From an optimization exercise on the open Yosys and OpenROAD flow, aimed at small area, a short achievable clock period and few clock cycles per item; shortcuts taken in it are not production practice.
At most, simulation tests tie the RTL to the original design; equivalence was not proved.
No functional check of the RTL was part of runs 3 to 5.
Power is estimated from default activity; no workload was simulated.

==> design.v <==
module stack_mem_responder #(
  parameter int unsigned             WIDTH     = 32,
  parameter int unsigned             DEPTH     = 64,
  parameter int unsigned             AW        = 6,
  parameter logic [WIDTH-1:0]        STACK_TOP = 32'd64
) (
  input  logic             clk,
  input  logic             rst,
  input  logic             req_valid,
  output logic             req_ready,
  input  logic [2:0]       req_op,
  input  logic [WIDTH-1:0] req_addr,
  input  logic [WIDTH-1:0] req_wdata,
  output logic             resp_valid,
  input  logic             resp_ready,
  output logic [WIDTH-1:0] resp_rdata,
  output logic             resp_is_ret,
  output logic [1:0]       resp_err,
  output logic [AW:0]      occupancy
);
  localparam logic [2:0]       OP_PUSH = 3'b001;
  localparam logic [2:0]       OP_POP  = 3'b010;
  localparam logic [2:0]       OP_CALL = 3'b011;
  localparam logic [2:0]       OP_RET  = 3'b100;
  localparam logic [WIDTH-1:0] BASE    = STACK_TOP - WIDTH'(DEPTH);
  localparam logic [AW:0]      FULL    = (AW+1)'(DEPTH);
  localparam int unsigned      LW      = AW / 2;        
  localparam int unsigned      HW      = AW - LW;       
  localparam int unsigned      NL      = 1 << LW;
  localparam int unsigned      NH      = 1 << HW;
  localparam int unsigned      NG      = DEPTH / 3;     
  localparam int unsigned      NP      = 6;             
  localparam int unsigned      GPP     = (NG + NP - 1) / NP;   
  localparam int unsigned      RW      = WIDTH + AW + 4;       
  logic             accept;
  logic [WIDTH-1:0] offset;
  logic [AW-1:0]    idx;
  logic             in_range, is_wr, is_rd, is_ret, wr_ok, rd_ok;
  logic [1:0]       err_n;
  logic [AW:0]      occ_q, occ_n;
  logic             full_q, empty_q, full_n, empty_n;
  assign accept   = req_valid && req_ready;
  assign offset   = req_addr - BASE;
  assign idx      = offset[AW-1:0];
  assign in_range = (offset < WIDTH'(DEPTH));
  assign is_wr    = (req_op == OP_PUSH) || (req_op == OP_CALL);
  assign is_rd    = (req_op == OP_POP)  || (req_op == OP_RET);
  assign is_ret   = (req_op == OP_RET);
  always_comb begin
    if (!(is_wr || is_rd) || !in_range) err_n = 2'b11;
    else if (is_wr && full_q)           err_n = 2'b01;
    else if (is_rd && empty_q)          err_n = 2'b10;
    else                                err_n = 2'b00;
  end
  assign wr_ok = in_range && is_wr && !full_q;
  assign rd_ok = in_range && is_rd && !empty_q;
  always_comb begin
    occ_n   = occ_q;
    full_n  = full_q;
    empty_n = empty_q;
    if (accept && wr_ok) begin
      occ_n   = occ_q + 1'b1;
      full_n  = (occ_q == FULL - 1'b1);
      empty_n = 1'b0;
    end else if (accept && rd_ok) begin
      occ_n   = occ_q - 1'b1;
      full_n  = 1'b0;
      empty_n = (occ_q == (AW+1)'(1));
    end
  end
  logic [NL-1:0] lsel_n;
  logic [NH-1:0] hsel_n;
  always_comb begin
    lsel_n = '0;
    hsel_n = '0;
    lsel_n[idx[LW-1:0]]  = 1'b1;
    hsel_n[idx[AW-1:LW]] = 1'b1;
  end
  logic             v1_q, rd1_q, wr1_q, ret1_q;
  logic [1:0]       err1_q;
  logic [NL-1:0]    lsel1_q;            
  logic [NH-1:0]    hsel1_q;
  logic [DEPTH-1:0] rrow;               
  always_comb begin
    for (int k = 0; k < DEPTH; k++) rrow[k] = hsel1_q[k / NL] && lsel1_q[k % NL];
  end
  logic [WIDTH-1:0] wdata1_q;
  logic [DEPTH-1:0][WIDTH-1:0] mem_q, mem_d;
  logic [DEPTH-1:0] we_row, keep_row;
  assign we_row   = rrow & {DEPTH{wr1_q}};
  assign keep_row = ~we_row;
  for (genvar k = 0; k < DEPTH; k++) begin : g_word
    for (genvar b = 0; b < WIDTH; b++) begin : g_bit
      stack_wbit u_w (
        .q(mem_q[k][b]), .keep(keep_row[k]), .we(we_row[k]),
        .d(wdata1_q[b]), .y(mem_d[k][b])
      );
    end
  end
  always_ff @(posedge clk) mem_q <= mem_d;
  logic [NG-1:0][WIDTH-1:0] grp_n;              
  logic [NP-1:0][WIDTH-1:0] part_n;
  for (genvar g = 0; g < NG; g++) begin : g_grp
    for (genvar b = 0; b < WIDTH; b++) begin : g_bit
      stack_rd3 u_r (
        .s0(rrow[3*g]),   .d0(mem_q[3*g][b]),
        .s1(rrow[3*g+1]), .d1(mem_q[3*g+1][b]),
        .s2(rrow[3*g+2]), .d2(mem_q[3*g+2][b]),
        .y_n(grp_n[g][b])
      );
    end
  end
  always_comb begin
    part_n = '0;
    for (int g = 0; g < NG; g++) part_n[g / GPP] = part_n[g / GPP] | ~grp_n[g];
    for (int k = 3 * NG; k < DEPTH; k++)
      if (rrow[k]) part_n[NP-1] = part_n[NP-1] | mem_q[k];
  end
  logic                     v2_q, rd2_q, ret2_q;
  logic [1:0]               err2_q;
  logic [AW:0]              occ2_q;
  logic [NP-1:0][WIDTH-1:0] part_q;
  logic [WIDTH-1:0]         s2_rdata;
  always_comb begin
    s2_rdata = '0;
    for (int p = 0; p < NP; p++) s2_rdata = s2_rdata | part_q[p];
    if (!rd2_q) s2_rdata = '0;
  end
  logic          out_v_q, busy_q;
  logic [1:0]    sk_n_q, sk_n_n;        
  logic [RW-1:0] s2_resp, sk0_q, sk1_q, out_q;
  logic [RW-1:0] sk0_d, sk1_d, out_d;
  logic          out_load, s1_move, s1_hold, v1_n, v2_n, out_v_n;
  assign s2_resp  = {s2_rdata, err2_q, ret2_q, occ2_q};
  assign out_load = !out_v_q || resp_ready;
  logic out_from_s2, out_from_sk0, out_keep;
  assign out_from_s2  = out_load && (sk_n_q == 2'd0);
  assign out_from_sk0 = out_load && (sk_n_q != 2'd0);
  assign out_keep     = !out_load;
  assign out_d = ({RW{out_from_s2}}  & s2_resp)
               | ({RW{out_from_sk0}} & sk0_q)
               | ({RW{out_keep}}     & out_q);
  always_comb begin
    out_v_n = out_v_q;
    sk0_d   = sk0_q;
    sk1_d   = sk1_q;
    sk_n_n  = sk_n_q;
    if (out_load) begin
      out_v_n = (sk_n_q != 2'd0) || v2_q;
      case (sk_n_q)
        2'd0: ;
        2'd1: begin
          sk0_d  = s2_resp;
          sk_n_n = v2_q ? 2'd1 : 2'd0;
        end
        default: begin
          sk0_d  = sk1_q;
          sk1_d  = s2_resp;
          sk_n_n = v2_q ? 2'd2 : 2'd1;
        end
      endcase
    end else if (v2_q) begin
      if (sk_n_q == 2'd0) sk0_d = s2_resp;
      else                sk1_d = s2_resp;
      sk_n_n = sk_n_q + 2'd1;
    end
  end
  assign s1_move = v1_q && (sk_n_n != 2'd2);
  assign s1_hold = v1_q && !s1_move;
  assign v2_n    = s1_move;
  assign v1_n    = s1_hold || accept;
  always_ff @(posedge clk or negedge rst) begin
    if (!rst) begin
      occ_q   <= '0;
      full_q  <= 1'b0;
      empty_q <= 1'b1;
      v1_q    <= 1'b0;
      v2_q    <= 1'b0;
      out_v_q <= 1'b0;
      sk_n_q  <= 2'd0;
      wr1_q   <= 1'b0;
      busy_q  <= 1'b0;
    end else begin
      occ_q   <= occ_n;
      full_q  <= full_n;
      empty_q <= empty_n;
      v1_q    <= v1_n;
      v2_q    <= v2_n;
      out_v_q <= out_v_n;
      sk_n_q  <= sk_n_n;
      wr1_q   <= accept && wr_ok;
      busy_q  <= v1_n && ((sk_n_n == 2'd2) || ((sk_n_n == 2'd1) && v2_n));
    end
  end
  always_ff @(posedge clk) begin
    if (!s1_hold) begin
      lsel1_q <= lsel_n;
      hsel1_q <= hsel_n;
      rd1_q  <= accept && rd_ok;
      ret1_q <= is_ret;
      err1_q <= err_n;
    end
    wdata1_q <= req_wdata;
    part_q <= part_n;
    rd2_q  <= rd1_q;
    ret2_q <= ret1_q;
    err2_q <= err1_q;
    occ2_q <= occ_q;
    sk0_q  <= sk0_d;
    sk1_q  <= sk1_d;
    out_q  <= out_d;
  end
  assign req_ready = !busy_q;
  assign resp_valid = out_v_q;
  assign {resp_rdata, resp_err, resp_is_ret, occupancy} = out_q;
endmodule
module stack_wbit (
  input  logic q,
  input  logic keep,
  input  logic we,
  input  logic d,
  output logic y
);
  assign y = (q & keep) | (d & we);
endmodule
module stack_rd3 (
  input  logic s0, d0,
  input  logic s1, d1,
  input  logic s2, d2,
  output logic y_n
);
  assign y_n = ~((s0 & d0) | (s1 & d1) | (s2 & d2));
endmodule
==> flow/run.sh <==
#!/bin/bash
set -o pipefail
here=$(pwd)
export BUFFER_PORTS_ARGS="-buffer_cell sky130_fd_sc_hd__buf_4"
export PRE_GLOBAL_ROUTE_TCL="$here/flow/split_root.tcl"
bash standard.sh > standard.log 2>&1
==> flow/split_root.tcl <==
# Split the clock tree's root buffer into four: the clock port drives four
# root buffers (one per quadrant of the first-level buffers), each driving
# its quadrant's first-level buffers. Every register keeps the same number
# of buffer levels; only the root's load is divided. Sourced by ORFS at
# the start of global routing, with the design after CTS loaded; global
# routing's own repair then runs on the new tree.
set block [ord::get_db_block]
set root [$block findInst clkbuf_0_clk]
if {$root eq "NULL"} { puts "no root buffer; leaving the tree as it is"; return }
set in_net  [[$root findITerm A] getNet]
set out_net [[$root findITerm X] getNet]
set loads {}
foreach it [$out_net getITerms] {
  if {[$it isInputSignal]} { lappend loads $it }
}
puts "root drives [llength $loads] loads"
# split the loads into 4 groups by quadrant around their centroid
set sx 0; set sy 0
foreach it $loads { set loc [[$it getInst] getLocation]; set sx [expr {$sx + [lindex $loc 0]}]; set sy [expr {$sy + [lindex $loc 1]}] }
set cx [expr {$sx / [llength $loads]}]; set cy [expr {$sy / [llength $loads]}]
array set grp {0 {} 1 {} 2 {} 3 {}}
foreach it $loads {
  set loc [[$it getInst] getLocation]
  set g [expr {([lindex $loc 0] >= $cx ? 1 : 0) + ([lindex $loc 1] >= $cy ? 2 : 0)}]
  lappend grp($g) $it
}
set master [$root getMaster]
set n 0
foreach g {0 1 2 3} {
  if {[llength $grp($g)] == 0} continue
  set gx 0; set gy 0
  foreach it $grp($g) { set loc [[$it getInst] getLocation]; set gx [expr {$gx + [lindex $loc 0]}]; set gy [expr {$gy + [lindex $loc 1]}] }
  set gx [expr {$gx / [llength $grp($g)]}]; set gy [expr {$gy / [llength $grp($g)]}]
  if {$n == 0} {
    # the original root keeps the first group
    set inst $root
    set net $out_net
  } else {
    set inst [odb::dbInst_create $block $master "clkbuf_0_clk_q$g"]
    set net [odb::dbNet_create $block "clknet_0_clk_q$g"]
    $net setSigType CLOCK
    [$inst findITerm A] connect $in_net
    [$inst findITerm X] connect $net
    foreach it $grp($g) { $it disconnect; $it connect $net }
  }
  $inst setLocation [expr {int($gx)}] [expr {int($gy)}]
  $inst setPlacementStatus PLACED
  puts "group $g: [llength $grp($g)] loads, root [$inst getName] at $gx $gy"
  incr n
}
# legalize the moved and new root buffers
detailed_placement
check_placement
==> standard.sh <==
#!/bin/bash
# synth_recipe.tcl (not shown) runs the flow's synth.tcl, then flattens the netlist and writes it again
# the make line also repeats each setting of config.mk as NAME=value (left out here)
make -C /OpenROAD-flow-scripts/flow DESIGN_CONFIG=/design/flow/config.mk WORK_HOME=/design/flow/orfs CLKGATE_MAP_FILE= SYNTH_SCRIPT=/design/flow/synth_recipe.tcl "${@:-finish}"
==> config.mk <==
export PLATFORM = sky130hd
export DESIGN_NAME = stack_mem_responder
export DESIGN_NICKNAME = stack_mem_responder
export VERILOG_FILES = /design/flow/design.v
export SDC_FILE = /design/flow/constraint.sdc
export NUM_CORES = 4
export LEC_CHECK = 0
export CAP_MARGIN = 20
export CORE_MARGIN = 2
export CORE_UTILIZATION = 50
export CTS_CLUSTER_DIAMETER = 80
export CTS_CLUSTER_SIZE = 20
export SETUP_SLACK_MARGIN = 3.5
export SLEW_MARGIN = 20
export SYNTH_HIERARCHICAL = 1
export SYNTH_MINIMUM_KEEP_SIZE = 0
==> constraint.sdc <==
create_clock -name core_clock -period 6.0 [get_ports {clk}]
set_input_delay 1.2000 -clock core_clock [delete_from_list [all_inputs] [get_ports {clk}]]
set_output_delay 1.2000 -clock core_clock [all_outputs]
set_load 0.01 [all_outputs]
==> results of run 1 <==
## per-layer routing
metal,vias to the layer above,GRT usage,part of all wire
li1,26580,-,-
met1,31510,0.4898,0.43
met2,3405,0.4865,0.43
met3,456,0.05765,0.099
met4,16,0.1110,0.037
met5,-,0,0.00037
## critical path, cell delays in order (launching register included)
cell and delay, ns:
edfxtp_1 0.43, buf_4 0.19, buf_4 0.14, and2_1 0.12
buf_4 0.26, a222oi_1 0.52, nand4_1 0.51
## path summary, 6_finish.rpt
path                            startpoint          to  slack [ns]  cells past startpoint
worst min-delay path             err1_q[0]   err2_q[0]        0.35                      0
min in group asynchronous              rst    occ_q[1]        0.50                      1
worst max register to register  lsel1_q[3]  part_q[89]        3.45                      6
max in group asynchronous              rst     empty_q        5.24                      1
worst max-delay path            lsel1_q[3]  part_q[89]        3.45                      6
worst min register to register   err1_q[0]   err2_q[0]        0.35                      0
## kinds of logic after synthesis
logic type / synth area share
AO/OA/AOI/OAI: 0.3211
buffers and inverters: 0.007861
AND/OR/NAND/NOR: 0.03286
XOR/XNOR: 0.0007704
flip-flops: 0.6291
multiplexers: 0.006194
adder cells (fa/ha/maj): 0.002044
## final cells by class
cell class,count,area (µm²)
multi-input cells,3356,29030
clock inverters,4,50.05
diodes,12,30.03
well taps,2072,2592
fillers,13010,68530
repair buffers,389,3438
flip-flops and latches,2445,50250
inverters,120,535.5
plain buffers,3,75.07
repair inverters,1,7.507
clock buffers,167,3669
## registers in the layout (all words and copies together) (netlist names), 8 cells and up
| signal | cells |
|---|---|
| mem_q | 2048 |
| hsel1_q | 8 |
| wdata1_q | 32 |
| sk0_q | 42 |
| out_q | 42 |
| sk1_q | 42 |
| part_q | 192 |
| lsel1_q | 8 |
## per-module statistics from Yosys, one instance, submodules excluded
module | copies in the design | flip-flops and latches
stack_mem_responder | 1 | 2445
stack_wbit | 2048 | 0
stack_rd3 | 672 | 0
## repair_timing
action,4_1_cts,5_1_grt
endpoints found under the hold margin,0,0
cloned,1,5
endpoints found under the setup margin,1864,784
gates resized for setup,136,58
pin swaps,10,14
setup buffers,70,17
## cells in the mapped netlist, types with 15 or more instances
cell type,instances
and2_1,76
nand4_1,163
a222oi_1,714
dfrtp_1,15
mux2_2,42
dfxtp_1,2325
inv_1,119
o31a_1,32
or4_1,32
nand2_1,138
a22o_1,2048
edfxtp_1,104
clkbuf_1,37
## report_power, final
| part | internal, W | switching, W |
|---|---|---|
| logic | 0.00109 | 0.00172 |
| registers | 0.0170 | 0.000573 |
| clock network | 0.00443 | 0.00528 |
## metrics by stage
| stage | setup WS, ns | hold slack, ns | util |
|---|---|---|---|
| finish | 3.450 | 0.3488 | 0.5668 |
| CTS | 3.367 | 0.2197 | 0.5634 |
| detailed placement | 2.494 | 0.3324 | 0.5341 |
| global placement | 2.199 | 0.3294 | 0.5336 |
| global route | 3.501 | 0.3711 | 0.5667 |
| floorplan | 2.852 | 0.3233 | - |
==> flow_metrics.py, run 1 <==
metrics = {
    "run_status": {
        "status": "finished clean",
    },
    "drt": {
        "drc": 0,
        "routed_wl_mm": 282.7,
        "postRouteAntennaNets": 0,
        "dr.pass1.iters": 10,
        "num_vias": 61970,
        "drt-initial-drc-count": 9452,
        "vias_per_cell": 7.232,
        "wl_per_cell_um": 32.99,
    },
    "global_routing": {
        "antenna_found_initial": 20,
        "grt_start_max_net_pins": 65,
        "grt_pass1_vias": 57830,
        "grt.total_usage": 0.3308,
        "grt-ovfl-total": 0,
        "grt_pass1_wl_mm": 407.1,
    },
    "timing": {
        "setup_tns_ns": 0,
        "period_needed_ns": 2.550,
        "relSlewSlack": 0.2317,
        "hold_viol": 0,
        "maxSlewViolCount": 0,
        "worst_slew_pin_slew_ns": 1.152,
        "period_share": 0.4251,
        "max_clock_freq_mhz": 392.1,
        "rsz0062_at_grt": "false",
        "setup_viol": 0,
        "fin_skew_ns": 0.03075,
    },
    "synth": {
        "yosys-top-cells-area": "dfxtp_1 (58%), a22o_1 (23%), a222oi_1 (9.0%)",
        "yosysTopAreaCell": "dfxtp_1",
        "ys_ff_latch": 2445,
        "async_flop_share": 0.006544,
        "synth_edf_count": 104,
        "synth-seq-area-share": 0.6291,
        "synth_flop_cell": "dfxtp_1",
        "yosys.area.top_type_share": 0.5849,
        "syn_inst": 5963,
        "syn-num-nets": 6047,
        "yosysUniqueCellTypes": 53,
        "yosysWarnings": 7,
        "synth.cell_area_um2": 79580,
        "syn_avg_cell_area_um2": 13.35,
    },
    "setup_path": {
        "worstPathArrival_ns": 2.80,
        "required_ns": 6.25,
        "critPathKind": "register to register",
        "cp_max_fo": 32,
        "critPathCaptureType": "register",
        "startpoint_type": "register",
    },
    "clock_network": {
        "clk_pin_slew_worst_paths_ns": 0.10,
        "hold_buffers": 0,
        "cts_htree_levels": 4,
        "clock_latency_ns": 0.57,
        "clockRootBuffer": "clkbuf_16",
        "cts_sinks": 2445,
        "cts_buffers": 141,
        "clockBufferDepth": 3,
        "tritoncts": "done",
    },
    "flow_run": {
        "cap_violations": 0,
    },
    "floorplanning": {
        "die_x_um": 403.0,
        "ios": 115,
        "die_h_um": 403.0,
        "die_area_um2": 162400,
        "row_count": 146,
        "core_region_area_um2": 158200,
        "floorplan.initialDensity": 0.5031,
    },
    "placed_design": {
        "hpwlAfterDp_mm": 162.0,
        "post_dp_cell_area_um2": 84500,
        "numPortBuffers": 114,
        "place_congestion": 0.8503,
        "placedCellCount": 8290,
    },
    "power_and_ir_drop": {
        "power_density_nw_per_um2": 335.1,
        "total_power_w": 0.03005,
        "ir_drop_v": 0.0003230,
        "p_leak_nw": 34.33,
    },
    "cells_and_area": {
        "mostFrequentLayoutCells": "dfxtp_1 (2251), a22o_1 (2048), a222oi_1 (714)",
        "mostFrequentLayoutCell": "dfxtp_1",
        "drive_above_1_share": 0.1129,
        "area_growth_syn_to_layout_pct": 12.67,
        "final_area_um2": 89670,
        "finalNetCount": 6541,
        "layoutNonFillerInstCount": 8569,
    },
    "hold_path": {
        "hp-class": "register to register",
    },
}
Testbench counts, summed over its fixed seeds: cycles 12,024, items 12,000.
==> run 2: changes to the inputs <==
--- a/config.mk
+++ b/config.mk
@@ -10,7 +10,7 @@
 export CORE_UTILIZATION = 50
 export CTS_CLUSTER_DIAMETER = 80
 export CTS_CLUSTER_SIZE = 20
-export SETUP_SLACK_MARGIN = 3.5
+export SETUP_SLACK_MARGIN = 3.65
 export SLEW_MARGIN = 20
 export SYNTH_HIERARCHICAL = 1
 export SYNTH_MINIMUM_KEEP_SIZE = 0
==> run 2 against run 1 <==
Effect of this change: still clean; design area grew 2.2%; clock skew grew 0.016 ns; core utilization grew 1.3 points; clock power grew 2%; die area is the same; cell count grew 1.6%; register-to-register slack lost 0.19 ns; critical path depth is the same; hold slack gained 0.0021 ns; setup slack lost 0.19 ns; sequential power is essentially flat; fmax shrank 6.9%; largest power group unchanged.
==> flow_metrics.py, run 2 <==
metrics = {
    "drt": {
        "wl_met2_mm": 130.0,
        "m1WireLength_mm": 123.3,
        "met3_length_mm": 28.61,
        "vias_per_cell": 7.300,
        "dr.pass1.iters": 10,
        "num_vias": 63530,
        "wl_per_cell_um": 34.05,
        "maxUsedRoutingLayer": "met5",
        "postRouteAntennaNets": 0,
        "drc": 0,
        "routed_wl_mm": 296.3,
        "drt-initial-drc-count": 10530,
    },
    "power_and_ir_drop": {
        "p_sw_w": 0.007784,
        "p_sw_frac": 0.2545,
        "total_power_w": 0.03058,
        "combPwrFrac": 0.105,
        "p_int_w": 0.02280,
        "ir_drop_v": 0.0002912,
        "p_leak_nw": 35.22,
        "power_frac_seq": 0.573,
        "power_density_nw_per_um2": 333.6,
        "pwr-share-clk": 0.322,
    },
    "floorplanning": {
        "ios": 115,
        "row_count": 146,
        "die_h_um": 403.0,
        "floorplan.initialDensity": 0.5031,
        "core_region_area_um2": 158200,
        "die_area_um2": 162400,
        "die_x_um": 403.0,
    },
    "clock_network": {
        "tritoncts": "done",
        "cts_buffers": 141,
        "clk_pin_slew_worst_paths_ns": 0.09,
        "clockRootBuffer": "clkbuf_16",
        "hold_buffers": 0,
        "clockBufferDepth": 3,
        "cts_sinks": 2445,
        "clock_latency_ns": 0.57,
        "cts_htree_levels": 4,
    },
    "synth": {
        "syn_avg_cell_area_um2": 13.35,
        "ys_ff_latch": 2445,
        "async_flop_share": 0.006544,
        "synth_flop_cell": "dfxtp_1",
        "syn-num-nets": 6047,
        "synth.cell_area_um2": 79580,
        "yosysWarnings": 7,
        "synth_common_cells": "dfxtp_1 (2325), a22o_1 (2048), a222oi_1 (714), nand4_1 (163), nand2_1 (138)",
        "yosysUniqueCellTypes": 53,
        "yosysTopAreaCell": "dfxtp_1",
        "yosys.area.top_type_share": 0.5849,
        "yosys-top-cells-area": "dfxtp_1 (58%), a22o_1 (23%), a222oi_1 (9.0%)",
        "synth-seq-area-share": 0.6291,
        "syn_inst": 5963,
        "yosys.cell_count.top_type": "dfxtp_1",
        "synth_edf_count": 104,
    },
    "setup_path": {
        "cp_max_fo": 13,
        "critPathCaptureType": "register",
        "required_ns": 6.29,
        "reg2reg_from": "hsel1_q[4]",
        "worstPathArrival_ns": 3.03,
        "r2r_slack_ns": 3.26,
        "critPathKind": "register to register",
        "startpoint_type": "register",
        "worstReg2RegEnd": "part_q[91]",
        "r2r_cells": 6,
    },
    "cells_and_area": {
        "area_growth_syn_to_layout_pct": 15.18,
        "fillers": 12880,
        "multiInputGateArea_um2": 29300,
        "mostFrequentLayoutCells": "dfxtp_1 (2250), a22o_1 (2048), a222oi_1 (714)",
        "finalNetCount": 6664,
        "mostFrequentLayoutCell": "dfxtp_1",
        "largest_register_ffs": 2048,
        "final_util": 0.5794,
        "top_register": "mem_q",
        "drive_above_1_share": 0.1358,
        "reg_top3": "mem_q x2048, part_q x192",
        "seqCellArea_um2": 50250,
    },
    "flow_run": {
        "cap_violations": 0,
    },
    "global_routing": {
        "grt-ovfl-total": 0,
        "grt_pass1_vias": 58670,
        "grt.total_usage": 0.3448,
        "antenna_found_initial": 28,
        "grt_pass1_wl_mm": 422.0,
        "grt_start_max_net_pins": 65,
    },
    "placed_design": {
        "place_congestion": 0.8677,
        "hpwlAfterDp_mm": 166.2,
        "numPortBuffers": 114,
    },
    "timing": {
        "hold_viol": 0,
        "max_clock_freq_mhz": 365.0,
        "worst_slew_pin_slew_ns": 1.210,
        "maxSlewViolCount": 0,
        "relSlewSlack": 0.1931,
        "period_share": 0.4566,
        "setup_viol": 0,
        "fin_skew_ns": 0.04685,
        "rsz0062_at_grt": "true",
        "timing.hold.ws_ns": 0.3509,
        "period_needed_ns": 2.740,
        "setup_tns_ns": 0,
    },
    "hold_path": {
        "hp-class": "register to register",
        "holdCritStartpoint": "ret1_q",
        "whs_path_depth": 0,
        "min_to": "ret2_q",
    },
    "run_status": {
        "status": "finished clean",
    },
}
==> run 2: cell counts after synthesis <==
Identical to the previous run, type by type.
==> run 2: per-layer routing <==
metal,global-route usage,up-vias
met2,0.5207,3717
met4,0.1476,12
met1,0.4908,32340
met3,0.05385,557
met5,0,-
li1,-,26900
==> run 2: worst max path at each step <==
stage,to,cells after the start,from
2_1_floorplan,sk1_q[0],4,resp_ready
3_3_place_gp,sk0_q[28],5,resp_ready
3_5_place_dp,sk0_q[26],5,resp_ready
4_1_cts,hsel1_q[0],5,resp_ready
5_1_grt,part_q[91],6,hsel1_q[4]
6_report,part_q[91],6,hsel1_q[4]
==> run 2: cell families after synthesis <==
| group | share of synthesized area |
|---|---|
| and+or+nand+nor | 0.03286 |
| adders and majority gates | 0.002044 |
| DFF | 0.6291 |
| buffers and inverters | 0.007861 |
| muxes | 0.006194 |
| xor gates and xnor gates | 0.0007704 |
| AOI/OAI and AO/OA | 0.3211 |
==> run 2: through the flow <==
step	std cells	instance area (µm²)	setup slack (ns)
after CTS	8632	90830	3.357
after global placement	8288	84500	1.974
after floorplan	5963	79750	2.852
final	8703	91670	3.260
after detailed placement	8289	84520	1.912
after global routing	8687	91630	3.357
==> run 2: worst max-delay path, cell delays in order, from the launching register on <==
cell and delay, ns:
edfxtp_1 0.46, buf_8 0.19, buf_4 0.14, and2_4 0.18, buf_12 0.17, a222oi_1 0.84, nand4_1 0.47
==> run 2: layout make-up <==
cell class | instances | share of cell area
Clock buffer | 175 | 0.04125
Timing Repair inverter | 1 | 0.00008190
Buffer | 3 | 0.0008190
Antenna cell | 16 | 0.0004368
Clock inverter | 3 | 0.0003276
Sequential cell | 2445 | 0.5481
Timing Repair Buffer | 498 | 0.05486
Inverter | 120 | 0.006211
Tap cell | 2072 | 0.02828
Multi-Input combinational cell | 3370 | 0.3196
==> run 2: timing repair <==
action | 4_1_cts | 5_1_grt
cloned | 28 | 9
gates resized for setup | 284 | 65
pin swaps | 145 | 112
setup buffers | 137 | 43
endpoints found under the setup margin | 2390 | 815
==> run 2: Yosys stat by module, one instance, submodules excluded <==
module | cells inside | flip-flops and latches
stack_mem_responder | 3243 | 2445
stack_rd3 | 1 | 0
stack_wbit | 1 | 0
==> run 2: power by group through the flow <==
stage                     Sequential, W  Clock [W]  Combinational (W)
after floorplan                  0.0177          0            0.00109
after global placement           0.0179          0            0.00196
after detailed placement         0.0180          0            0.00197
after CTS                        0.0175    0.00987            0.00293
after global routing             0.0176     0.0105            0.00332
final                            0.0175    0.00986            0.00321
==> run 3: changes to the inputs <==
--- a/design.v
+++ b/design.v
@@ -29,7 +29,7 @@
   localparam int unsigned      NL      = 1 << LW;
   localparam int unsigned      NH      = 1 << HW;
   localparam int unsigned      NG      = DEPTH / 3;     
-  localparam int unsigned      NP      = 6;             
+  localparam int unsigned      NP      = 4;             
   localparam int unsigned      GPP     = (NG + NP - 1) / NP;   
   localparam int unsigned      RW      = WIDTH + AW + 4;       
   logic             accept;
==> run 3 against run 2 <==
Effect of this change: synthesized area decreased by 1.3%; first-iteration DRC count shrank 5.3%; flip-flop and latch count fell by 64; sequential share of layout area is 0.31 points lower; clock power hardly changed; cell count is 2.1% lower; critical path type unchanged; largest power group unchanged.
==> flow_metrics.py, run 3 <==
metrics = {
    "run_status": {
        "status": "finished clean",
    },
    "placed_design": {
        "place_congestion": 0.8334,
        "hpwlAfterDp_mm": 158.9,
        "numPortBuffers": 114,
    },
    "synth": {
        "syn-num-nets": 5994,
        "yosys.area_share.simple": 0.03520,
        "syn_inst": 5909,
        "syn_avg_cell_area_um2": 13.29,
        "yosys-top-cells-area": "dfxtp_1 (58%), a22o_1 (23%), a222oi_1 (9.1%)",
        "synth_xor_area_frac": 0.001115,
        "ys_ff_latch": 2381,
        "synth_top_family_by_area": "compound AO/OA/AOI/OAI gates",
        "async_flop_share": 0.006720,
        "synth-seq-area-share": 0.6211,
        "yosys.area.top_type_share": 0.5762,
        "yosysTopAreaCell": "dfxtp_1",
        "yosysWarnings": 7,
        "synth.cell_area_um2": 78550,
        "yosys.cell_count.top_type": "dfxtp_1",
        "synthAdderAreaFrac": 0.002230,
        "synth_edf_count": 104,
        "synth_common_cells": "dfxtp_1 (2261), a22o_1 (2048), a222oi_1 (714), inv_1 (119), nand2_1 (111)",
        "synth_flop_cell": "dfxtp_1",
        "synthMuxAreaShare": 0.006148,
        "yosysUniqueCellTypes": 45,
        "synth_compound_gate_area_share": 0.3261,
    },
    "power_and_ir_drop": {
        "power_density_nw_per_um2": 326.2,
        "power_frac_seq": 0.582,
        "p_sw_frac": 0.2501,
        "p_leak_nw": 34.15,
        "p_sw_w": 0.007332,
        "pwr-share-clk": 0.336,
        "combPwrFrac": 0.082,
        "p_int_w": 0.02198,
        "ir_drop_v": 0.0003426,
    },
    "drt": {
        "routed_wl_mm": 287.4,
        "wl_per_cell_um": 33.74,
        "vias_per_cell": 7.268,
        "num_vias": 61920,
        "drt-initial-drc-count": 9972,
        "dr.pass1.iters": 9,
        "postRouteAntennaNets": 0,
        "drc": 0,
    },
    "flow_run": {
        "cap_violations": 0,
    },
    "clock_network": {
        "hold_buffers": 0,
        "clk_pin_slew_worst_paths_ns": 0.08,
        "cts_htree_levels": 4,
        "clockRootBuffer": "clkbuf_16",
        "clock_latency_ns": 0.57,
        "clockBufferDepth": 3,
        "cts_buffers": 139,
        "cts_sinks": 2381,
        "tritoncts": "done",
    },
    "global_routing": {
        "grt.total_usage": 0.3375,
        "grt-ovfl-total": 0,
        "grt_pass1_vias": 58230,
        "grt_start_max_net_pins": 65,
        "grt_pass1_wl_mm": 411.9,
        "antenna_found_initial": 17,
    },
    "cells_and_area": {
        "mostFrequentLayoutCells": "dfxtp_1 (2187), a22o_1 (2048), a222oi_1 (714)",
        "finalNetCount": 6507,
        "area_growth_syn_to_layout_pct": 14.41,
        "top_register": "mem_q",
        "drive_above_1_share": 0.1333,
        "largest_register_ffs": 2048,
        "final_util": 0.5753,
        "mostFrequentLayoutCell": "dfxtp_1",
        "reg_top3": "mem_q x2048, part_q x128",
    },
    "timing": {
        "relSlewSlack": 0.1921,
        "rsz0062_at_grt": "true",
        "setup_tns_ns": 0,
        "hold_viol": 0,
        "period_needed_ns": 2.541,
        "setup_viol": 0,
        "maxSlewViolCount": 0,
        "max_clock_freq_mhz": 393.6,
        "worst_slew_pin_slew_ns": 1.212,
        "fin_skew_ns": 0.03366,
        "period_share": 0.4234,
    },
    "floorplanning": {
        "die_x_um": 400.4,
        "core_region_area_um2": 156200,
        "die_h_um": 400.4,
        "ios": 115,
        "row_count": 145,
        "die_area_um2": 160300,
        "floorplan.initialDensity": 0.5029,
    },
    "setup_path": {
        "required_ns": 6.42,
        "worstPathArrival_ns": 2.96,
        "critPathCaptureType": "register",
        "startpoint_type": "register",
        "r2r_slack_ns": 3.46,
        "critPathKind": "register to register",
        "cp_max_fo": 8,
    },
    "hold_path": {
        "hp-class": "register to register",
    },
}
## run 3: cell count changes in the layout (fill, tap and decap cells not counted), moves of 33 or more
cell / before / now
and4_4: 0 / 44
buf_4: 337 / 277
dfxtp_1: 2250 / 2187
mux2_1: 0 / 42
mux2_2: 42 / 0
nand3_1: 6 / 54
nand3_2: 0 / 33
nand4_1: 163 / 35
## run 3: critical path: stages, from the launching register on
cell and delay [ns]:
edfxtp_1 0.47, buf_6 0.16, and2_4 0.15, buf_12 0.14, clkbuf_16 0.16, a222oi_1 0.79
and4_4 0.43, nand3_4 0.10
## run 3: worst paths after layout
check | from | end | depth (start not counted)
max | lsel1_q[5] | part_q[77] | 7
max in group asynchronous | rst | empty_q | 1
min reg2reg | ret1_q | ret2_q | 0
min in group asynchronous | rst | occ_q[6] | 1
min | ret1_q | ret2_q | 0
max reg2reg | lsel1_q[5] | part_q[77] | 7
## run 3: timing repair
item | 4_1_cts | 5_1_grt
gates resized for setup | 264 | 178
setup endpoints to repair | 1890 | 706
pin swaps | 72 | 107
gates cloned | 6 | 11
setup buffers | 73 | 35
## run 3: layout make-up
type                    count  area [µm²]
repair inverters            1       7.507
clock buffers             170        3816
diodes                      4       10.01
clock inverters             6       76.32
plain buffers               3       75.07
fillers                 12700       66340
inverters                 121       548.0
repair buffers            408        3892
multi-input cells        3367       29880
well taps                2058        2575
flip-flops and latches   2381       48990
## run 3: power groups by stage
stage               Clock [W]  Sequential, W  Combinational, W
floorplan                   0         0.0172          0.000943
global placement            0         0.0175           0.00170
detailed placement          0         0.0175           0.00172
CTS                   0.00988         0.0171           0.00216
global route           0.0105         0.0171           0.00250
finish                0.00985         0.0171           0.00241
## run 3: kinds of logic after synthesis
kind of cell / Yosys count
AO/OA/AOI/OAI: 2821
flip-flops: 2381
AND/OR/NAND/NOR: 473
buffers and inverters: 167
multiplexers: 43
adder cells (fa/ha/maj): 14
XOR/XNOR: 10
## run 3: metal layers
| layer | vias up | part of all wire | track usage |
|---|---|---|---|
| met5 | - | 0.00070 | 0 |
| met2 | 3514 | 0.43 | 0.5043 |
| met3 | 505 | 0.10 | 0.07074 |
| li1 | 26460 | - | - |
| met4 | 30 | 0.036 | 0.1146 |
| met1 | 31410 | 0.42 | 0.4847 |
## run 3: per-stage QoR
step / std cells / area (µm²) / worst slack, ns / power, W / hold WS [ns]
detailed placement: 8207 / 83350 / 2.606 / 0.01920 / 0.3322
floorplan: 5909 / 78700 / 3.065 / 0.01810 / 0.3233
global route: 8515 / 89860 / 3.544 / 0.03012 / 0.3641
global placement: 8205 / 83320 / 2.642 / 0.01915 / 0.3315
finish: 8519 / 89870 / 3.459 / 0.02932 / 0.3507
CTS: 8462 / 88640 / 3.434 / 0.02909 / 0.2505
## run 3: per-module statistics from Yosys (local to each module, per instance)
| module | times used | flops+latches | cell area (µm²) |
|---|---|---|---|
| stack_mem_responder | 1 | 2381 | 53890 |
| stack_rd3 | 672 | 0 | 10.01 |
| stack_wbit | 2048 | 0 | 8.758 |
==> run 4: changes to the inputs <==
--- a/design.v
+++ b/design.v
@@ -24,12 +24,8 @@
   localparam logic [2:0]       OP_RET  = 3'b100;
   localparam logic [WIDTH-1:0] BASE    = STACK_TOP - WIDTH'(DEPTH);
   localparam logic [AW:0]      FULL    = (AW+1)'(DEPTH);
-  localparam int unsigned      LW      = AW / 2;        
-  localparam int unsigned      HW      = AW - LW;       
-  localparam int unsigned      NL      = 1 << LW;
-  localparam int unsigned      NH      = 1 << HW;
   localparam int unsigned      NG      = DEPTH / 3;     
-  localparam int unsigned      NP      = 4;             
+  localparam int unsigned      NP      = 7;             
   localparam int unsigned      GPP     = (NG + NP - 1) / NP;   
   localparam int unsigned      RW      = WIDTH + AW + 4;       
   logic             accept;
@@ -68,26 +64,18 @@
       empty_n = (occ_q == (AW+1)'(1));
     end
   end
-  logic [NL-1:0] lsel_n;
-  logic [NH-1:0] hsel_n;
-  always_comb begin
-    lsel_n = '0;
-    hsel_n = '0;
-    lsel_n[idx[LW-1:0]]  = 1'b1;
-    hsel_n[idx[AW-1:LW]] = 1'b1;
+  logic [DEPTH-1:0] row;
+  always_comb begin
+    row = '0;
+    row[idx] = 1'b1;
   end
   logic             v1_q, rd1_q, wr1_q, ret1_q;
   logic [1:0]       err1_q;
-  logic [NL-1:0]    lsel1_q;            
-  logic [NH-1:0]    hsel1_q;
-  logic [DEPTH-1:0] rrow;               
-  always_comb begin
-    for (int k = 0; k < DEPTH; k++) rrow[k] = hsel1_q[k / NL] && lsel1_q[k % NL];
-  end
+  logic [DEPTH-1:0] rrow_q;             
   logic [WIDTH-1:0] wdata1_q;
   logic [DEPTH-1:0][WIDTH-1:0] mem_q, mem_d;
   logic [DEPTH-1:0] we_row, keep_row;
-  assign we_row   = rrow & {DEPTH{wr1_q}};
+  assign we_row   = rrow_q & {DEPTH{wr1_q}};
   assign keep_row = ~we_row;
   for (genvar k = 0; k < DEPTH; k++) begin : g_word
     for (genvar b = 0; b < WIDTH; b++) begin : g_bit
@@ -103,9 +91,9 @@
   for (genvar g = 0; g < NG; g++) begin : g_grp
     for (genvar b = 0; b < WIDTH; b++) begin : g_bit
       stack_rd3 u_r (
-        .s0(rrow[3*g]),   .d0(mem_q[3*g][b]),
-        .s1(rrow[3*g+1]), .d1(mem_q[3*g+1][b]),
-        .s2(rrow[3*g+2]), .d2(mem_q[3*g+2][b]),
+        .s0(rrow_q[3*g]),   .d0(mem_q[3*g][b]),
+        .s1(rrow_q[3*g+1]), .d1(mem_q[3*g+1][b]),
+        .s2(rrow_q[3*g+2]), .d2(mem_q[3*g+2][b]),
         .y_n(grp_n[g][b])
       );
     end
@@ -114,7 +102,7 @@
     part_n = '0;
     for (int g = 0; g < NG; g++) part_n[g / GPP] = part_n[g / GPP] | ~grp_n[g];
     for (int k = 3 * NG; k < DEPTH; k++)
-      if (rrow[k]) part_n[NP-1] = part_n[NP-1] | mem_q[k];
+      if (rrow_q[k]) part_n[NP-1] = part_n[NP-1] | mem_q[k];
   end
   logic                     v2_q, rd2_q, ret2_q;
   logic [1:0]               err2_q;
@@ -194,8 +182,7 @@
   end
   always_ff @(posedge clk) begin
     if (!s1_hold) begin
-      lsel1_q <= lsel_n;
-      hsel1_q <= hsel_n;
+      rrow_q <= row;
       rd1_q  <= accept && rd_ok;
       ret1_q <= is_ret;
       err1_q <= err_n;
==> run 4 against run 3 <==
Effect of this change: combinational power increased by about 60%; first-iteration DRC count increased by 2.3%; largest power group unchanged; sequential share of layout area increased by 1.7 points; clock power increased by 5%; design area increased by 3.7%; hold slack got worse by 0.0059 ns; sequential power increased by 6%; non-clock buffer count decreased by 15.
==> flow_metrics.py, run 4 <==
metrics = {
    "run_status": {
        "status": "finished clean",
    },
    "power_and_ir_drop": {
        "ir_drop_v": 0.0002379,
        "total_power_w": 0.03235,
        "power_density_nw_per_um2": 347.1,
        "p_leak_nw": 35.26,
    },
    "synth": {
        "synthAdderAreaFrac": 0.001840,
        "syn_inst": 6105,
        "syn_avg_cell_area_um2": 13.36,
        "synthMuxAreaShare": 0.006043,
        "syn-num-nets": 6188,
        "yosys.area_share.simple": 0.03147,
        "yosysUniqueCellTypes": 48,
        "yosysWarnings": 7,
        "synth_flop_cell": "dfxtp_1",
        "synth-seq-area-share": 0.6393,
        "yosys-top-cells-area": "dfxtp_1 (58%), a22o_1 (22%), a222oi_1 (8.8%)",
        "synth_compound_gate_area_share": 0.3125,
        "synth_top_family_by_area": "compound AO/OA/AOI/OAI gates",
        "yosys.area.top_type_share": 0.5784,
        "yosys.cell_count.top_type": "dfxtp_1",
        "yosysTopAreaCell": "dfxtp_1",
        "synth_common_cells": "dfxtp_1 (2357), a22o_1 (2048), a222oi_1 (714), nand3_1 (202), edfxtp_1 (152)",
        "synth_edf_count": 152,
        "async_flop_share": 0.006337,
        "ys_ff_latch": 2525,
        "synth_xor_area_frac": 0.001396,
        "synth.cell_area_um2": 81580,
    },
    "floorplanning": {
        "core_region_area_um2": 162400,
        "die_area_um2": 166400,
        "die_x_um": 407.9,
        "row_count": 148,
        "ios": 115,
        "die_h_um": 407.9,
        "floorplan.initialDensity": 0.5023,
    },
    "timing": {
        "setup_ws_ns": 3.567,
        "period_share": 0.4056,
        "setup_viol": 0,
        "setup_tns_ns": 0,
        "max_clock_freq_mhz": 410.9,
        "rsz0062_at_grt": "true",
        "period_needed_ns": 2.433,
        "relSlewSlack": 0.1857,
        "maxSlewViolCount": 0,
        "hold_viol": 0,
        "fin_skew_ns": 0.02468,
        "worst_slew_pin_slew_ns": 1.219,
    },
    "hold_path": {
        "whs_path_depth": 0,
        "hp-class": "register to register",
        "holdCritStartpoint": "err1_q[1]",
        "min_to": "err2_q[1]",
    },
    "global_routing": {
        "grt_pass1_wl_mm": 415.4,
        "grt.total_usage": 0.3266,
        "grt_pass1_vias": 58560,
        "grt-ovfl-total": 0,
        "grt_start_max_net_pins": 65,
        "antenna_found_initial": 20,
    },
    "cells_and_area": {
        "layoutNonFillerInstCount": 8887,
        "mostFrequentLayoutCell": "dfxtp_1",
        "largest_register_ffs": 2048,
        "mostFrequentLayoutCells": "dfxtp_1 (2283), a22o_1 (2048), a222oi_1 (714)",
        "finalNetCount": 6744,
        "area_growth_syn_to_layout_pct": 14.21,
        "top_register": "mem_q",
        "final_util": 0.5737,
        "drive_above_1_share": 0.1354,
        "reg_top3": "mem_q x2048, part_q x224, rrow_q x64",
    },
    "drt": {
        "dr.pass1.iters": 10,
        "wl_per_cell_um": 32.29,
        "postRouteAntennaNets": 0,
        "drc": 0,
        "vias_per_cell": 7.143,
        "drt-initial-drc-count": 10200,
        "num_vias": 63480,
        "routed_wl_mm": 286.9,
    },
    "placed_design": {
        "place_congestion": 0.8405,
        "dp_slack_ns": 2.670,
        "placedCellCount": 8506,
        "hpwlAfterDp_mm": 160.6,
        "numPortBuffers": 114,
    },
    "setup_path": {
        "startpoint_type": "register",
        "critPathCaptureType": "register",
        "worstPathArrival_ns": 2.88,
        "cp_max_fo": 34,
        "r2r_slack_ns": 3.57,
        "r2r_cells": 5,
        "critPathKind": "register to register",
        "worstReg2RegEnd": "mem_q[1793]",
        "reg2reg_from": "wr1_q",
        "required_ns": 6.44,
    },
    "clock_network": {
        "cts_htree_levels": 4,
        "clock_latency_ns": 0.57,
        "clockRootBuffer": "clkbuf_16",
        "clockBufferDepth": 3,
        "tritoncts": "done",
        "cts_sinks": 2525,
        "clk_pin_slew_worst_paths_ns": 0.08,
        "cts_buffers": 145,
    },
    "flow_run": {
        "cap_violations": 0,
    },
}
==> run 4: how the worst max path moves through the flow <==
stage               startpoint  slack [ns]           to  cells past startpoint
finish                   wr1_q        3.57  mem_q[1793]                      5
floorplan           resp_ready        3.11     sk1_q[0]                      6
global placement    resp_ready        2.67     sk1_q[4]                      6
global route             wr1_q        3.54  mem_q[1804]                      5
detailed placement  resp_ready        2.67     sk1_q[4]                      6
CTS                      wr1_q        3.25  mem_q[1373]                      3
==> run 4: kinds of logic (layout without fill, tap and decap cells) <==
| logic type | Yosys count | in the layout |
|---|---|---|
| AO/OA/AOI/OAI | 2819 | 2819 |
| XOR/XNOR | 13 | 13 |
| adder cells (fa/ha/maj) | 12 | 12 |
| buffers and inverters | 159 | 760 |
| flip-flops | 2525 | 2525 |
| multiplexers | 44 | 44 |
| other | 0 | 6 |
| AND/OR/NAND/NOR | 533 | 533 |
==> run 4: critical path, cell delays in order, from the launching register on <==
cell	delay, ns
dfrtp_4	0.66
buf_16	0.25
nand2_2	0.06
buf_4	0.43
clkinvlp_4	0.54
a22o_1	0.32
==> run 4: timing repair <==
item                       in CTS  in global routing
pin swaps                       2                  2
gates cloned                   51                  2
setup buffers                  98                 29
resized for setup             187                 21
setup endpoints to repair    1839               1373
hold buffers                    0                  0
==> run 4: cell type report <==
class                   instances  area, µm²
diodes                          6      15.01
plain buffers                   3      75.07
clock buffers                 184       3998
clock inverters                 8      88.84
fillers                     13340      69230
inverters                     120      695.7
multi-input cells            3421      29400
flip-flops and latches       2525      52360
well taps                    2175       2721
repair buffers                393       3428
repair inverters               52      390.4
==> run 4: modules after synthesis (local to each module, per instance) <==
module / cell area, µm² / cells
stack_mem_responder: 56910 / 3385
stack_rd3: 10.01 / 1
stack_wbit: 8.758 / 1
==> run 4: per-stage QoR <==
step | hold slack [ns] | instance area [µm²]
3_3_place_gp | 0.3285 | 86900
4_1_cts | 0.2508 | 92720
6_report | 0.3448 | 93170
5_1_grt | 0.3595 | 93160
2_1_floorplan | 0.3233 | 82280
3_5_place_dp | 0.3278 | 86920
==> run 4: layer usage <==
metal / part of all wire / GRT usage / vias up / routed length (µm)
li1: - / - / 27180 / -
met2: 0.42 / 0.4693 / 3469 / 121300
met4: 0.034 / 0.1016 / 10 / 9638
met1: 0.44 / 0.4975 / 32460 / 127100
met5: 0.00020 / 0 / - / 57
met3: 0.10 / 0.05502 / 369 / 28840
==> run 4: report_power, final <==
group / switching (W) / internal, W / total [W]
clock network: 0.00547 / 0.00484 / 0.0103
registers: 0.000562 / 0.0176 / 0.0182
logic: 0.00297 / 0.000882 / 0.00386
total: 0.00901 / 0.0233 / 0.0323
==> run 5: changes to the inputs <==
--- a/config.mk
+++ b/config.mk
@@ -10,7 +10,7 @@
 export CORE_UTILIZATION = 50
 export CTS_CLUSTER_DIAMETER = 80
 export CTS_CLUSTER_SIZE = 20
-export SETUP_SLACK_MARGIN = 3.65
+export SETUP_SLACK_MARGIN = 3.5
 export SLEW_MARGIN = 20
 export SYNTH_HIERARCHICAL = 1
 export SYNTH_MINIMUM_KEEP_SIZE = 0
==> run 5 against run 4 <==
Effect of this change: critical path depth is 1 higher; clock power is essentially flat; wire length is 1.3% lower; global-route usage down 0.35 points; core utilization down 0.70 points; setup slack worse by 0.12 ns; clock-buffer cell count grew 11; non-clock buffer count down 26; sequential power barely moved; synthesized cell count is the same; largest power group unchanged.
==> flow_metrics.py, run 5 <==
metrics = {
    "hold_path": {
        "hp-class": "register to register",
        "min_to": "rd2_q",
        "whs_path_depth": 0,
        "holdCritStartpoint": "rd1_q",
    },
    "placed_design": {
        "place_congestion": 0.8496,
        "hpwlAfterDp_mm": 164.3,
        "placedCellCount": 8564,
        "numPortBuffers": 114,
    },
    "cells_and_area": {
        "largest_register_ffs": 2048,
        "mostFrequentLayoutCells": "dfxtp_1 (2283), a22o_1 (2048), a222oi_1 (714)",
        "layoutNonFillerInstCount": 8823,
        "multiInputGateArea_um2": 29160,
        "area_growth_syn_to_layout_pct": 12.81,
        "fillers": 13390,
        "mostFrequentLayoutCell": "dfxtp_1",
        "reg_top3": "mem_q x2048, part_q x224, rrow_q x64",
        "drive_above_1_share": 0.1115,
        "final_util": 0.5667,
        "top_register": "mem_q",
        "finalNetCount": 6671,
        "seqCellArea_um2": 52340,
    },
    "setup_path": {
        "worstPathArrival_ns": 3.01,
        "critPathCaptureType": "register",
        "max_stage_delay_ns": 0.60,
        "critPathBufInv": 4,
        "cp_max_fo": 20,
        "crit_family": "buffers and inverters",
        "crit_chain": "buf_12 -> nand2_2 -> buf_4 -> clkinvlp_4 -> buf_4 -> a22o_1",
        "crit_slowest_cell": "dfrtp_4",
        "cpMostUsedCell": "buf_4",
        "critPathKind": "register to register",
        "r2r_slack_ns": 3.44,
        "reg2reg_from": "wr1_q",
        "worstReg2RegEnd": "mem_q[1847]",
        "r2r_cells": 6,
        "required_ns": 6.46,
        "startpoint_type": "register",
    },
    "synth": {
        "syn_avg_cell_area_um2": 13.36,
        "synth_flop_cell": "dfxtp_1",
        "synth_common_cells": "dfxtp_1 (2357), a22o_1 (2048), a222oi_1 (714), nand3_1 (202), edfxtp_1 (152)",
        "yosys.area.top_type_share": 0.5784,
        "syn_inst": 6105,
        "yosysUniqueCellTypes": 48,
        "yosys.cell_count.top_type": "dfxtp_1",
        "yosysTopAreaCell": "dfxtp_1",
        "synth.cell_area_um2": 81580,
        "async_flop_share": 0.006337,
        "yosysWarnings": 7,
        "yosys-top-cells-area": "dfxtp_1 (58%), a22o_1 (22%), a222oi_1 (8.8%)",
        "synth_edf_count": 152,
        "ys_ff_latch": 2525,
        "syn-num-nets": 6188,
        "synth-seq-area-share": 0.6393,
    },
    "clock_network": {
        "clock_latency_ns": 0.57,
        "cts_sinks": 2525,
        "cts_buffers": 145,
        "clk_pin_slew_worst_paths_ns": 0.09,
        "clockBufferDepth": 3,
        "clockRootBuffer": "clkbuf_16",
        "cts_htree_levels": 4,
        "tritoncts": "done",
    },
    "flow_run": {
        "cap_violations": 0,
    },
    "timing": {
        "period_needed_ns": 2.557,
        "rsz0062_at_grt": "true",
        "relSlewSlack": 0.1189,
        "worst_slew_pin_slew_ns": 1.322,
        "setup_tns_ns": 0,
        "setup_viol": 0,
        "max_clock_freq_mhz": 391.0,
        "maxSlewViolCount": 0,
        "fin_skew_ns": 0.03765,
        "hold_viol": 0,
        "period_share": 0.4262,
    },
    "drt": {
        "drc": 0,
        "wl_per_cell_um": 32.10,
        "vias_per_cell": 7.089,
        "dr.pass1.iters": 9,
        "routed_wl_mm": 283.2,
        "drt-initial-drc-count": 9711,
        "num_vias": 62540,
        "postRouteAntennaNets": 0,
    },
    "floorplanning": {
        "core_region_area_um2": 162400,
        "row_count": 148,
        "floorplan.initialDensity": 0.5023,
        "die_x_um": 407.9,
        "die_h_um": 407.9,
        "die_area_um2": 166400,
        "ios": 115,
    },
    "power_and_ir_drop": {
        "power_density_nw_per_um2": 351.9,
        "total_power_w": 0.03238,
        "ir_drop_v": 0.0002422,
        "p_leak_nw": 35.28,
    },
    "global_routing": {
        "grt_pass1_wl_mm": 410.1,
        "grt_start_max_net_pins": 65,
        "grt.total_usage": 0.3231,
        "grt_pass1_vias": 58630,
        "grt-ovfl-total": 0,
        "antenna_found_initial": 15,
    },
    "run_status": {
        "status": "finished clean",
    },
}
[run 5: cell counts after synthesis]
Identical to the previous run, type by type.
[run 5: kinds of logic after synthesis]
logic type               share of synthesized area
multiplexers                              0.006043
flip-flops                                  0.6393
AO/OA/AOI/OAI                               0.3125
XOR/XNOR                                  0.001396
buffers and inverters                     0.007485
adder cells (fa/ha/maj)                   0.001840
AND/OR/NAND/NOR                            0.03147
[run 5: worst max-delay path by stage]
stage	from	end	slack (ns)	cells after the start
floorplan	resp_ready	sk1_q[0]	3.11	6
global placement	resp_ready	rrow_q[63]	2.72	6
detailed placement	resp_ready	rrow_q[63]	2.71	6
CTS	rrow_q[57]	mem_q[1847]	3.18	6
global route	rrow_q[57]	mem_q[1829]	3.39	6
finish	wr1_q	mem_q[1847]	3.44	6
[run 5: per-stage QoR]
stage | cell area, µm² | worst slack (ns) | hold WS [ns]
2_1_floorplan | 81720 | 3.114 | 0.3233
3_3_place_gp | 86890 | 2.719 | 0.3279
3_5_place_dp | 86910 | 2.709 | 0.3279
4_1_cts | 91570 | 3.185 | 0.2579
5_1_grt | 92020 | 3.395 | 0.3749
6_report | 92030 | 3.443 | 0.3693
[run 5: power breakdown]
| group | switching [W] | internal, W |
|---|---|---|
| Clock | 0.00550 | 0.00484 |
| Combinational | 0.00298 | 0.000818 |
| Sequential | 0.000620 | 0.0176 |
[run 5: cell type report]
type	count	share of cell area
flip-flops and latches	2525	0.5687
multi-input cells	3422	0.3169
clock buffers	195	0.04410
repair buffers	367	0.03292
well taps	2175	0.02957
inverters	120	0.005968
plain buffers	3	0.0008157
clock inverters	7	0.0006390
repair inverters	4	0.0002991
diodes	5	0.0001360
[run 5: what timing repair did]
action / CTS / global route
endpoints found under the setup margin: 797 / 707
setup buffers: 19 / 25
cloned: 3 / 2
gates resized for setup: 130 / 35
hold buffers: 0 / 0
pin swaps: 0 / 1
[run 5: per-layer routing]
layer  part of all wire  vias up  track usage
met1               0.42    31980       0.4564
met2               0.45     3109       0.4979
met3              0.086      408      0.05078
li1                   -    27030            -
met4              0.041       10       0.1242
met5            0.00026        -            0
[run 5: Yosys stat by module (local to each module, per instance)]
module               cells  times used  flip-flops and latches  cell area (µm²)
stack_mem_responder   3385           1                    2525            56910
stack_rd3                1         672                       0            10.01
stack_wbit               1        2048                       0            8.758

-- static timing again, ports no longer ideal --
How much do the figures lean on ideal ports? The routed layouts below were timed once more, with nothing changed but the port constraints.
Step 1 (the two cells are an assumption about what drives the block):
set clk [get_ports {clk}]
set_driving_cell -lib_cell sky130_fd_sc_hd__clkbuf_16 $clk
set_driving_cell -lib_cell sky130_fd_sc_hd__buf_2 [delete_from_list [all_inputs] $clk]
Step 2 moves the port delays by t, midway between the first and last clock arrival at a register: inputs arrive t later, outputs are due t later. That takes back most of the time a late clock gives input paths.
Three values: ideal ports, drivers, drivers and shift; two values: the first two.
run | shift t [ns] | setup slack, ns | worst setup path at the end | clock arrival spread, ns | pins driven straight from the clock port
run 1 | 0.735 | 3.450 / 3.449 / 3.035 | input to register | 0.031 / 0.030 | 4
run 2 | 0.729 | 3.260 / 3.261 / 3.114 | input to register | 0.051 / 0.052 | 4
run 3 | 0.722 | 3.459 / 3.459 / 2.976 | input to register | 0.041 / 0.041 | 4
run 4 | 0.728 | 3.567 / 3.519 / 2.990 | input to register | 0.026 / 0.027 | 4
run 5 | 0.733 | 3.443 / 3.443 / 2.977 | input to register | 0.044 / 0.044 | 4
After both steps every run listed still meets setup and hold. The setup slack of run 4, which loses most, moves by -0.048 ns with the drivers and by -0.577 ns with both steps.
